Source: an optimization exercise on an open RTL-to-GDS flow (aim: small area and a short achievable clock period). Production flows keep margins and buffers that such runs may drop.
RTL that was checked went through simulation tests only; none was proved equivalent to the original.

==> job 8079: inputs <==
==> flow/design.v <==
package m_extension;
   typedef enum logic [2:0] {
      F3_MUL    = 3'b000,
      F3_MULH   = 3'b001,
      F3_MULHSU = 3'b010,
      F3_MULHU  = 3'b011
   } m_funct3;
   typedef enum logic [1:0] {
      IDLE = 2'b00,
      BUSY = 2'b01,
      RESP = 2'b10
   } mul_ctrl_state_t;
   localparam int MUL_LAT_DEFAULT = 5;
endpackage
import m_extension::*;
module mul_issue_ctrl
#(
   parameter int MUL_LAT = m_extension::MUL_LAT_DEFAULT
) (
   input  logic        clk,
   input  logic        rst,
   input  logic        req_valid,
   output logic        req_ready,
   input  logic [31:0] req_rs1,
   input  logic [31:0] req_rs2,
   input  m_extension::m_funct3     req_funct3,
   input  logic        flush,
   output logic        resp_valid,
   output logic [31:0] resp_data,
   input  logic        resp_ready,
   output logic [15:0] hit_count
);
   logic        idle_r;
   logic        resp_r;
   logic [4:0]  step_r;
   logic        busy;
   logic [31:0] op_a_r;
   logic        op_as_r;       
   logic [31:0] op_b_r;
   logic        op_bs_r;       
   logic [2:0]  op_f_r;
   logic signed [32:0] acc_r;
   logic [27:0] lo_r;
   logic [31:0] last_rs1_r;
   logic [31:0] last_rs2_r;
   logic [2:0]  last_f_r;
   logic [31:0] last_result_r;
   logic        last_valid_r;
   logic [15:0] hit_count_r;
   logic        req_ready_s;
   logic        accept_s;
   logic        match_s;
   logic        hit_s;
   logic        miss_s;
   logic        complete_s;
   assign busy = |step_r;
   always_comb begin
      req_ready_s = ~flush & (idle_r | (resp_r & resp_ready));
      accept_s    = req_valid & req_ready_s;
      match_s     = last_valid_r & (req_rs1 == last_rs1_r) & (req_rs2 == last_rs2_r) &
                    (req_funct3 == last_f_r);
      hit_s       = accept_s & match_s;
      miss_s      = accept_s & ~match_s;
      complete_s  = ~flush & step_r[4];
   end
   always_ff @(posedge clk) begin
      if (rst || flush) begin
         idle_r <= 1'b1;
         resp_r <= 1'b0;
         step_r <= 5'd0;
      end else begin
         idle_r <= ~accept_s & (idle_r | (resp_r & resp_ready));
         resp_r <= hit_s | step_r[4] | (resp_r & ~resp_ready);
         step_r <= {step_r[3:0], miss_s};
      end
   end
   logic               last_step;
   logic [6:0]         chunk;
   logic signed [7:0]  chunk_s;
   logic signed [32:0] a_s;
   logic signed [39:0] t_s;
   logic [31:0]        result_s;
   assign last_step = step_r[4];
   assign chunk     = last_step ? {{3{op_bs_r}}, op_b_r[3:0]} : op_b_r[6:0];
   assign chunk_s   = {last_step & op_bs_r, chunk};
   assign a_s       = {op_as_r, op_a_r};
   assign t_s       = acc_r + a_s * chunk_s;
   assign result_s  = (op_f_r == F3_MUL) ? {t_s[3:0], lo_r} : t_s[35:4];
   always_ff @(posedge clk) begin
      if (!busy) begin
         op_a_r  <= req_rs1;
         op_as_r <= ((req_funct3 == F3_MULH) || (req_funct3 == F3_MULHSU)) & req_rs1[31];
         op_b_r  <= req_rs2;
         op_bs_r <= (req_funct3 == F3_MULH) & req_rs2[31];
         op_f_r  <= req_funct3;
         acc_r   <= 33'd0;
      end else begin
         op_b_r  <= {op_b_r[6:0], op_b_r[31:7]};
         acc_r   <= t_s[39:7];
         lo_r    <= {t_s[6:0], lo_r[27:7]};
      end
   end
   always_ff @(posedge clk) begin
      if (complete_s) begin
         last_rs1_r    <= op_a_r;
         last_rs2_r    <= {op_b_r[3:0], op_b_r[31:4]};
         last_f_r      <= op_f_r;
         last_result_r <= result_s;
      end
   end
   always_ff @(posedge clk) begin
      if (rst) begin
         last_valid_r <= 1'b0;
         hit_count_r  <= 16'd0;
      end else begin
         if (complete_s) begin
            last_valid_r <= 1'b1;
         end
         if (hit_s && (hit_count_r != 16'hFFFF)) begin
            hit_count_r <= hit_count_r + 16'd1;
         end
      end
   end
   assign req_ready  = req_ready_s;
   assign resp_valid = resp_r;
   assign resp_data  = last_result_r;
   assign hit_count  = hit_count_r;
endmodule
==> flow/run.sh <==
#!/bin/bash
# synth_recipe.tcl (not shown) runs the flow's synth.tcl, then flattens the netlist and writes it again
# the make line also repeats each setting of config.mk as NAME=value (left out here)
make -C /OpenROAD-flow-scripts/flow DESIGN_CONFIG=/design/flow/config.mk WORK_HOME=/design/flow/orfs CLKGATE_MAP_FILE= SYNTH_SCRIPT=/design/flow/synth_recipe.tcl finish
==> flow/config.mk <==
export PLATFORM = sky130hd
export DESIGN_NAME = mul_issue_ctrl
export DESIGN_NICKNAME = mul_issue_ctrl
export VERILOG_FILES = /design/flow/design.v
export SDC_FILE = /design/flow/constraint.sdc
export NUM_CORES = 4
export LEC_CHECK = 0
export CAP_MARGIN = 20
export CORE_MARGIN = 2
export CORE_UTILIZATION = 40
export SLEW_MARGIN = 20
==> flow/constraint.sdc <==
create_clock -name core_clock -period 10.0 [get_ports {clk}]
set_input_delay 2.0000 -clock core_clock [delete_from_list [all_inputs] [get_ports {clk}]]
set_output_delay 2.0000 -clock core_clock [all_outputs]
set_load 0.01 [all_outputs]
==> inputs of job 1226, as changes to job 8079 <==
--- a/flow/design.v
+++ b/flow/design.v
@@ -40,6 +40,7 @@
    logic        op_bs_r;       
    logic [2:0]  op_f_r;
-   logic signed [32:0] acc_r;
-   logic [27:0] lo_r;
+   logic [33:0] acc_r;
+   logic        ov_r;          
+   logic [31:0] lo_r;
    logic [31:0] last_rs1_r;
    logic [31:0] last_rs2_r;
@@ -75,16 +76,38 @@
       end
    end
+   localparam logic [41:0] SIGN_FIX = 42'h35400000000;   
    logic               last_step;
-   logic [6:0]         chunk;
-   logic signed [7:0]  chunk_s;
-   logic signed [32:0] a_s;
-   logic signed [39:0] t_s;
+   logic [7:0]         chunk;
+   logic [8:0]         bits;
+   logic [32:0]        a_x;
+   logic [3:0]         b_neg;
+   logic [3:0]         b_one;
+   logic [3:0]         b_two;
+   logic [33:0]        row [4];
+   logic [41:0]        t_s;
+   logic [41:0]        t_sum;
    logic [31:0]        result_s;
    assign last_step = step_r[4];
-   assign chunk     = last_step ? {{3{op_bs_r}}, op_b_r[3:0]} : op_b_r[6:0];
-   assign chunk_s   = {last_step & op_bs_r, chunk};
-   assign a_s       = {op_as_r, op_a_r};
-   assign t_s       = acc_r + a_s * chunk_s;
-   assign result_s  = (op_f_r == F3_MUL) ? {t_s[3:0], lo_r} : t_s[35:4];
+   assign chunk     = last_step ? {8{op_bs_r}} : op_b_r[7:0];
+   assign bits      = {chunk, ov_r};
+   assign a_x       = {op_as_r, op_a_r};
+   always_comb begin
+      for (int i = 0; i < 4; i++) begin
+         b_neg[i] = bits[2*i+2];
+         b_one[i] = bits[2*i+1] ^ bits[2*i];
+         b_two[i] = (bits[2*i+2] & ~bits[2*i+1] & ~bits[2*i]) |
+                    (~bits[2*i+2] & bits[2*i+1] & bits[2*i]);
+         for (int j = 0; j < 33; j++) begin
+            row[i][j] = ((b_one[i] & a_x[j]) | (b_two[i] & ((j == 0) ? 1'b0 : a_x[j-1]))) ^ b_neg[i];
+         end
+         row[i][33] = ~(((b_one[i] | b_two[i]) & a_x[32]) ^ b_neg[i]);
+      end
+      t_sum = {8'd0, ~acc_r[33], acc_r[32:0]} +
+              {8'd0, row[0]} + {6'd0, row[1], 2'd0} + {4'd0, row[2], 4'd0} + {2'd0, row[3], 6'd0} +
+              {35'd0, b_neg[3], 1'b0, b_neg[2], 1'b0, b_neg[1], 1'b0, b_neg[0]} +
+              SIGN_FIX;
+   end
+   assign t_s      = t_sum;
+   assign result_s = (op_f_r == F3_MUL) ? lo_r : t_s[31:0];
    always_ff @(posedge clk) begin
       if (!busy) begin
@@ -94,9 +117,11 @@
          op_bs_r <= (req_funct3 == F3_MULH) & req_rs2[31];
          op_f_r  <= req_funct3;
-         acc_r   <= 33'd0;
+         acc_r   <= 34'd0;
+         ov_r    <= 1'b0;
       end else begin
-         op_b_r  <= {op_b_r[6:0], op_b_r[31:7]};
-         acc_r   <= t_s[39:7];
-         lo_r    <= {t_s[6:0], lo_r[27:7]};
+         op_b_r  <= {op_b_r[7:0], op_b_r[31:8]};
+         acc_r   <= t_s[41:8];
+         ov_r    <= op_b_r[7];
+         lo_r    <= {t_s[7:0], lo_r[31:8]};
       end
    end
@@ -104,5 +129,5 @@
       if (complete_s) begin
          last_rs1_r    <= op_a_r;
-         last_rs2_r    <= {op_b_r[3:0], op_b_r[31:4]};
+         last_rs2_r    <= op_b_r;
          last_f_r      <= op_f_r;
          last_result_r <= result_s;
--- a/flow/config.mk
+++ b/flow/config.mk
@@ -6,6 +6,8 @@
 export NUM_CORES = 4
 export LEC_CHECK = 0
+export ABC_CLOCK_PERIOD_IN_PS = 5000
 export CAP_MARGIN = 20
 export CORE_MARGIN = 2
 export CORE_UTILIZATION = 40
+export SETUP_SLACK_MARGIN = 5.0
 export SLEW_MARGIN = 20
==> inputs of job 895, as changes to job 8079 <==
--- a/flow/design.v
+++ b/flow/design.v
@@ -40,6 +40,6 @@
    logic        op_bs_r;       
    logic [2:0]  op_f_r;
-   logic signed [32:0] acc_r;
-   logic [27:0] lo_r;
+   logic [33:0] acc_r;
+   logic [31:0] lo_r;
    logic [31:0] last_rs1_r;
    logic [31:0] last_rs2_r;
@@ -75,16 +75,48 @@
       end
    end
-   logic               last_step;
-   logic [6:0]         chunk;
-   logic signed [7:0]  chunk_s;
-   logic signed [32:0] a_s;
-   logic signed [39:0] t_s;
+   localparam logic [41:0] SIGN_FIX = 42'h35400000000;   
+   function automatic logic [11:0] booth_enc(input logic [8:0] b);
+      logic [3:0] neg;
+      logic [3:0] one;
+      logic [3:0] two;
+      for (int i = 0; i < 4; i++) begin
+         neg[i] = b[2*i+2];
+         one[i] = b[2*i+1] ^ b[2*i];
+         two[i] = (b[2*i+2] & ~b[2*i+1] & ~b[2*i]) | (~b[2*i+2] & b[2*i+1] & b[2*i]);
+      end
+      booth_enc = {two, one, neg};
+   endfunction
+   logic [32:0]        a_x;
+   logic [3:0]         b_neg;
+   logic [3:0]         b_one;
+   logic [3:0]         b_two;
+   logic [11:0]        booth_r;
+   logic [11:0]        booth_next;
+   logic [7:0]         chunk_next;
+   logic [33:0]        row [4];
+   logic [41:0]        t_s;
+   logic [41:0]        t_sum;
    logic [31:0]        result_s;
-   assign last_step = step_r[4];
-   assign chunk     = last_step ? {{3{op_bs_r}}, op_b_r[3:0]} : op_b_r[6:0];
-   assign chunk_s   = {last_step & op_bs_r, chunk};
-   assign a_s       = {op_as_r, op_a_r};
-   assign t_s       = acc_r + a_s * chunk_s;
-   assign result_s  = (op_f_r == F3_MUL) ? {t_s[3:0], lo_r} : t_s[35:4];
+   assign a_x        = {op_as_r, op_a_r};
+   assign chunk_next = step_r[3] ? {8{op_bs_r}} : op_b_r[15:8];
+   assign booth_next = busy ? booth_enc({chunk_next, op_b_r[7]}) : booth_enc({req_rs2[7:0], 1'b0});
+   assign {b_two, b_one, b_neg} = booth_r;
+   always_ff @(posedge clk) begin
+      booth_r <= booth_next;
+   end
+   always_comb begin
+      for (int i = 0; i < 4; i++) begin
+         for (int j = 0; j < 33; j++) begin
+            row[i][j] = ((b_one[i] & a_x[j]) | (b_two[i] & ((j == 0) ? 1'b0 : a_x[j-1]))) ^ b_neg[i];
+         end
+         row[i][33] = ~(((b_one[i] | b_two[i]) & a_x[32]) ^ b_neg[i]);
+      end
+      t_sum = {8'd0, ~acc_r[33], acc_r[32:0]} +
+              {8'd0, row[0]} + {6'd0, row[1], 2'd0} + {4'd0, row[2], 4'd0} + {2'd0, row[3], 6'd0} +
+              {35'd0, b_neg[3], 1'b0, b_neg[2], 1'b0, b_neg[1], 1'b0, b_neg[0]} +
+              SIGN_FIX;
+   end
+   assign t_s      = t_sum;
+   assign result_s = (op_f_r == F3_MUL) ? lo_r : t_s[31:0];
    always_ff @(posedge clk) begin
       if (!busy) begin
@@ -94,15 +126,17 @@
          op_bs_r <= (req_funct3 == F3_MULH) & req_rs2[31];
          op_f_r  <= req_funct3;
-         acc_r   <= 33'd0;
+         acc_r   <= 34'd0;
       end else begin
-         op_b_r  <= {op_b_r[6:0], op_b_r[31:7]};
-         acc_r   <= t_s[39:7];
-         lo_r    <= {t_s[6:0], lo_r[27:7]};
+         op_b_r  <= {op_b_r[7:0], op_b_r[31:8]};
+         acc_r   <= t_s[41:8];
       end
+   end
+   always_ff @(posedge clk) begin
+      lo_r <= {t_s[7:0], lo_r[31:8]};
    end
    always_ff @(posedge clk) begin
       if (complete_s) begin
          last_rs1_r    <= op_a_r;
-         last_rs2_r    <= {op_b_r[3:0], op_b_r[31:4]};
+         last_rs2_r    <= op_b_r;
          last_f_r      <= op_f_r;
          last_result_r <= result_s;
--- a/flow/config.mk
+++ b/flow/config.mk
@@ -9,3 +9,4 @@
 export CORE_MARGIN = 2
 export CORE_UTILIZATION = 40
+export SETUP_SLACK_MARGIN = 5.0
 export SLEW_MARGIN = 20
==> reports/summary.log <==
qor: status.outcome no timing/DRC/antenna violations
qor: placement.post_detail_place_hpwl 35.4 mm
qor: layout.num-fill-cells 3989
qor: detailed_routing.met1Wirelength 22.3 mm
qor: layout.inverters_excl_clock 212
qor: layout.n_antenna_cell 0
qor: detailed_routing.met3WireLength 2.93 mm
qor: timing.tightestPinTransition 0.883 ns
(the above is from job 1226)
==> reports/summary.log <==
qor: timing.setup-violations-final 0
qor: detailed_routing.met3WireLength 2.60 mm
qor: detailed_routing.met1Wirelength 22.5 mm
qor: placement.post_detail_place_hpwl 34.5 mm
qor: layout.inverters_excl_clock 197
qor: timing.tightestPinTransition 0.879 ns
qor: cts.postCtsSetupRepairBufs 26
qor: status.outcome no timing/DRC/antenna violations
qor: synth.synthFlopType sky130_fd_sc_hd__edfxtp_1
qor: layout.num-fill-cells 3981
qor: layout.n_antenna_cell 0
(the above is from job 895)
==> reports/summary.log <==
qor: timing.tightestPinTransition 0.907 ns
qor: global_routing.grt_pass1_vias 12.8k
qor: placement.post_detail_place_hpwl 35.1 mm
qor: layout.inverters_excl_clock 205
qor: detailed_routing.met1Wirelength 19.1 mm
qor: timing.min_period_over_period 70.3%
qor: layout.num-fill-cells 4197
qor: detailed_routing.met3WireLength 1.67 mm
qor: layout.n_antenna_cell 1
qor: status.outcome no timing/DRC/antenna violations
(the above is from job 8079)
The RTL of job 1226 and job 895 was laid out without a check of its function.

## port drivers added, routing unchanged
How much do the figures lean on ideal ports? The routed layouts below were timed once more, with nothing changed but the port constraints.
Step 1 (the two cells are an assumption about what drives the block):
set clk [get_ports {clk}]
set_driving_cell -lib_cell sky130_fd_sc_hd__clkbuf_16 $clk
set_driving_cell -lib_cell sky130_fd_sc_hd__buf_2 [delete_from_list [all_inputs] $clk]
Step 2 adds t to the input delays and takes it off the output delays; t is the mean of the earliest and latest rising clock arrival at the registers after step 1. Input paths then give back, and output paths get back, about the clock's delay inside the block.
Three values: no drivers, after step 1, after step 2; two values: the first two.
run	t (ns)	setup slack, ns	hold slack, ns	worst slew at a driven data input, ns
job 8079	0.619	2.973 / 2.973 / 2.973	0.424 / 0.424 / 0.424	0.07
job 1226	0.639	4.370 / 4.370 / 4.370	0.426 / 0.426 / 0.426	0.06
job 895	0.625	5.063 / 5.092 / 4.466	0.350 / 0.350 / 0.350	0.06
After both steps every run listed still meets setup and hold. The setup slack of job 895, which loses most, moves by +0.029 ns with the drivers and by -0.597 ns with both steps.
